From an optimization exercise on the open Yosys and OpenROAD flow, aimed at small area, a short achievable clock period and few clock cycles per item; shortcuts taken in it are not production practice. In this exercise RTL edits were held to simulation tests only and were not proved equivalent to the original.

## pine
Design postfix_stack_evaluator, start of the top module:
module postfix_stack_evaluator (
  input  logic                   clk_i,
  input  logic                   rst_ni,
  input  logic                   s_axis_tvalid,
  output logic                   s_axis_tready,
  input  logic [pse_pkg::IN_TDATA_W-1:0]  s_axis_tdata,   
  input  logic [pse_pkg::TYPE_W-1:0]      s_axis_tuser,   
  input  logic                   s_axis_tlast,   
  output logic                   m_axis_tvalid,
  input  logic                   m_axis_tready,
  output logic [pse_pkg::OUT_TDATA_W-1:0] m_axis_tdata,   
  output logic [pse_pkg::STAT_W-1:0]      m_axis_tuser,   
  output logic                   m_axis_tlast    
);
  localparam int W = pse_pkg::Q_W;
  localparam logic [1:0] S_IDLE = 2'd0;
  localparam logic [1:0] S_PREP = 2'd1;
  localparam logic [1:0] S_ITER = 2'd2;
  localparam logic [1:0] S_FIN  = 2'd3;
  logic [1:0]   st_q, st_d;
  logic [4:0]   sp_q, sp_d;           
  logic [W-1:0] t_q, t_d;             
  logic [W-1:0] n_q, n_d;             
  logic [W-1:0] q_q, q_d;             
  logic [1:0]   nb_q, nb_d;           
  logic [4:0]   cnt_q, cnt_d;         
  logic         div_q, div_d;         
  logic         neg_q, neg_d;         
  logic         int_q, int_d;         
  logic         esat_q, esat_d;       
  logic         ezero_q, ezero_d;     
  logic         last_q, last_d;       
  logic         ovalid_q, ovalid_d;
  logic [4:0]   odep_q, odep_d;
  logic         onz_q, onz_d;
  logic [2:0]   ost_q, ost_d;
  logic         olast_q, olast_d;
  logic         ram_we;
  logic [3:0]   ram_waddr, ram_raddr;
  logic [W-1:0] ram_rdata;
  assign ram_waddr = 4'(sp_q - 5'd2);
  assign ram_raddr = 4'(sp_q - 5'd3);
  pse_ram #(
    .WIDTH (W),
    .DEPTH (pse_pkg::RAM_DEPTH)
  ) u_stack (
    .clk_i   (clk_i),
    .we_i    (ram_we),
    .waddr_i (ram_waddr),
    .wdata_i (n_q),
    .raddr_i (ram_raddr),
    .rdata_o (ram_rdata)
  );
  logic [W:0]   sum_c, dif_c;
  logic [W-1:0] add_res, sub_res;
  logic         add_sat, sub_sat;
  assign sum_c   = {n_q[W-1], n_q} + {t_q[W-1], t_q};
  assign dif_c   = {n_q[W-1], n_q} - {t_q[W-1], t_q};
  ...
Size in the first run: ~94 I/O pins.
Settings: LEC_CHECK=0, CAP_MARGIN=20, CORE_MARGIN=2, CORE_UTILIZATION=40, SETUP_SLACK_MARGIN=4, SLEW_MARGIN=20; clock period 11.0 ns.
run.sh (not shown) runs the stock make flow with config.mk's settings and CLKGATE_MAP_FILE= SYNTH_SCRIPT=/design/flow/synth_recipe.tcl, a recipe that flattens the netlist after the stock synthesis.
pine has completed all stages; timing, DRC and antenna checks passed.
Testbench counts of pine, summed over its fixed seeds: cycles 74,499, tokens 24,125.
Inputs modified between pine and cedar:
diff --git a/flow/design.v b/flow/design.v
--- a/flow/design.v
+++ b/flow/design.v
@@ -97,20 +97,21 @@
   localparam logic [1:0] S_PREP = 2'd1;
   localparam logic [1:0] S_ITER = 2'd2;
   localparam logic [1:0] S_FIN  = 2'd3;
   logic [1:0]   st_q, st_d;
   logic [4:0]   sp_q, sp_d;           
   logic [W-1:0] t_q, t_d;             
   logic [W-1:0] n_q, n_d;             
   logic [W-1:0] q_q, q_d;             
   logic [1:0]   nb_q, nb_d;           
   logic [4:0]   cnt_q, cnt_d;         
+  logic [2:0]   msh_q, msh_d;         
   logic         div_q, div_d;         
   logic         neg_q, neg_d;         
   logic         int_q, int_d;         
   logic         esat_q, esat_d;       
   logic         ezero_q, ezero_d;     
   logic         last_q, last_d;       
   logic         ovalid_q, ovalid_d;
   logic [4:0]   odep_q, odep_d;
   logic         onz_q, onz_d;
   logic [2:0]   ost_q, ost_d;
@@ -186,58 +187,67 @@
   assign pp2 = {3'b0, n_q, 1'b0} & {(W+4){q_q[1]}};
   assign pp3 = {2'b0, n_q, 2'b0} & {(W+4){q_q[2]}};
   assign pp4 = {1'b0, n_q, 3'b0} & {(W+4){q_q[3]}};
   assign s1  = pp0 ^ pp1 ^ pp2;
   assign c1  = {((pp0 & pp1) | (pp0 & pp2) | (pp1 & pp2)), 1'b0};
   assign s2  = s1 ^ c1 ^ pp3;
   assign c2  = {((s1 & c1) | (s1 & pp3) | (c1 & pp3)), 1'b0};
   assign s3  = s2 ^ c2 ^ pp4;
   assign c3  = {((s2 & c2) | (s2 & pp4) | (c2 & pp4)), 1'b0};
   assign mac = s3 + c3;
+  logic [2*W-1:0] mprod;
+  logic [W-1:0]   mhi, mlo;
+  assign mprod = {t_q, q_q} >> {msh_q, 2'b00};
+  assign mhi   = mprod[2*W-1:W];
+  assign mlo   = mprod[W-1:0];
   logic [W-1:0] fmag, fmag_neg, fin_res;
   logic         fin_sat;
   always_comb begin
     if (div_q) begin
       fmag    = q_q;
       fin_sat = neg_q ? (q_q[W-1] & |q_q[W-2:0]) : q_q[W-1];
     end else begin
-      fmag    = {t_q[23:0], q_q[W-1:24]};
-      fin_sat = neg_q ? (|t_q[W-1:24] | (t_q[23] & (|t_q[22:0] | |q_q[W-1:24] | int_q)))
-                      : |t_q[W-1:23];
+      fmag    = {mhi[23:0], mlo[W-1:24]};
+      fin_sat = neg_q ? (|mhi[W-1:24] | (mhi[23] & (|mhi[22:0] | |mlo[W-1:24] | int_q)))
+                      : |mhi[W-1:23];
     end
     if (ezero_q) fin_sat = 1'b0;
     if (esat_q)  fin_sat = 1'b1;
   end
   assign fmag_neg = ~fmag + 1'b1;
   assign fin_res  = fin_sat ? (neg_q ? pse_pkg::Q_MIN_U : pse_pkg::Q_MAX_U)
                   : ezero_q ? '0
                             : (neg_q ? fmag_neg : fmag);
+  logic [2:0] grp_t, grp_n;
+  assign grp_t = 3'((6'd27 - lz_t) >> 2);
+  assign grp_n = 3'((6'd27 - lz_n) >> 2);
   logic esat_mul, esat_div, ezero_div;
   assign esat_mul  = ({1'b0, lz_n} + {1'b0, lz_t} <= 7'd23);   
   assign esat_div  = !e_c[7] && e_c >= 8'd48;
   assign ezero_div = e_c[7];
   logic         take, fresh, ofree;
   logic [2:0]   kind;
   logic [4:0]   dep;        
   logic [2:0]   stat;       
   logic         lastf;      
   assign kind  = s_axis_tuser;
   assign ofree = ~ovalid_q | m_axis_tready;
   assign take  = s_axis_tvalid & ofree & (st_q == S_IDLE);
   always_comb begin
     st_d    = st_q;
     sp_d    = sp_q;
     t_d     = t_q;
     n_d     = n_q;
     q_d     = q_q;
     nb_d    = nb_q;
     cnt_d   = cnt_q;
+    msh_d   = msh_q;
     div_d   = div_q;
     neg_d   = neg_q;
     int_d   = int_q;
     esat_d  = esat_q;
     ezero_d = ezero_q;
     last_d  = last_q;
     ram_we  = 1'b0;
     fresh   = 1'b0;
     dep     = sp_q;
     stat    = pse_pkg::ST_OK;
@@ -314,29 +324,32 @@
           q_d  = '0;
           if (e_c[0]) begin
             n_d  = {1'b0, n_nrm[W-1:1]};
             nb_d = {n_nrm[0], 1'b0};
           end else begin
             n_d  = {2'b0, n_nrm[W-1:2]};
             nb_d = n_nrm[1:0];
           end
           cnt_d = e_c[5:1] + 5'd1;
         end else begin
-          st_d = esat_mul ? S_FIN : S_ITER;
-          t_d  = '0;
-          if (t_q[23:0] == '0) begin
+          st_d  = esat_mul ? S_FIN : S_ITER;
+          t_d   = '0;
+          msh_d = 3'd0;
+          if (t_q[23:0] == '0 && (n_q[23:0] != '0 || grp_t <= grp_n)) begin
             q_d   = {24'b0, t_q[W-1:24]};
-            cnt_d = 5'd6;
+            cnt_d = {2'b0, grp_t};
+            msh_d = 3'd6 - grp_t;
           end else if (n_q[23:0] == '0) begin
             q_d   = {24'b0, n_q[W-1:24]};
             n_d   = t_q;
-            cnt_d = 5'd6;
+            cnt_d = {2'b0, grp_n};
+            msh_d = 3'd6 - grp_n;
           end else begin
             q_d   = t_q;
             cnt_d = 5'd12;
           end
         end
       end
       S_ITER: begin
         if (div_q) begin
           n_d  = r_sel;
           q_d  = {q_q[W-3:0], qdig};
@@ -375,20 +388,21 @@
       sp_q     <= sp_d;
       ovalid_q <= ovalid_d;
     end
   end
   always_ff @(posedge clk_i) begin
     t_q     <= t_d;
     n_q     <= n_d;
     q_q     <= q_d;
     nb_q    <= nb_d;
     cnt_q   <= cnt_d;
+    msh_q   <= msh_d;
     div_q   <= div_d;
     neg_q   <= neg_d;
     int_q   <= int_d;
     esat_q  <= esat_d;
     ezero_q <= ezero_d;
     last_q  <= last_d;
     odep_q  <= odep_d;
     onz_q   <= onz_d;
     ost_q   <= ost_d;
     olast_q <= olast_d;
[summary]
Delta (cedar minus pine): relative area of non-clock buffer cells in the final design about even, clock-buffer cell count rose 5.1%, synthesized area rose 3.8%, register-to-register slack fell 0.14 ns.
cedar: done, clean on timing, DRC and antenna
Re net count reported at finish: cedar and pine aren't equal, and the higher value belongs to cedar.
Per the comparison of cedar with pine, hold slack shows an increase of 0.021 ns; clock edge transition at the registers on the reported setup and hold paths now sits at about the same level.
When the final numbers for cedar and pine were put side by side, the share of synthesized area occupied by flip-flops and latches turned out to be greater in pine.
For first-iteration DRC count, dividing the value from pine by the value from cedar gives 0.927.
Testbench counts of cedar, summed over its fixed seeds: cycles 69,034, tokens 24,125.

## static timing again, ports no longer ideal
No port has a modelled driver above. Below, the same layouts with a new extraction and two added sets of constraints. Step 1, drivers: a clkbuf_16 drives clk_i and a buf_2 each remaining input, both assumed. Step 2 moves the port delays by t, midway between the first and last clock arrival at a register: inputs arrive t later, outputs are due t later. That takes back most of the time a late clock gives input paths. Slacks: ideal / step 1 / step 2; pairs: ideal / step 1.
| run | shift t [ns] | setup slack, ns | hold WS [ns] | worst setup path after step 2 |
|---|---|---|---|---|
| pine | 0.827 | 3.932 / 3.932 / 3.289 | 0.548 / 0.548 / 0.548 | input to register |
| cedar | 0.858 | 3.795 / 3.795 / 3.795 | 0.569 / 0.569 / 0.569 | register to register |
After both steps setup and hold are still met in every run listed. For pine, which loses most, drivers alone change the setup slack by 0.000 ns; drivers and shift together by -0.643 ns.
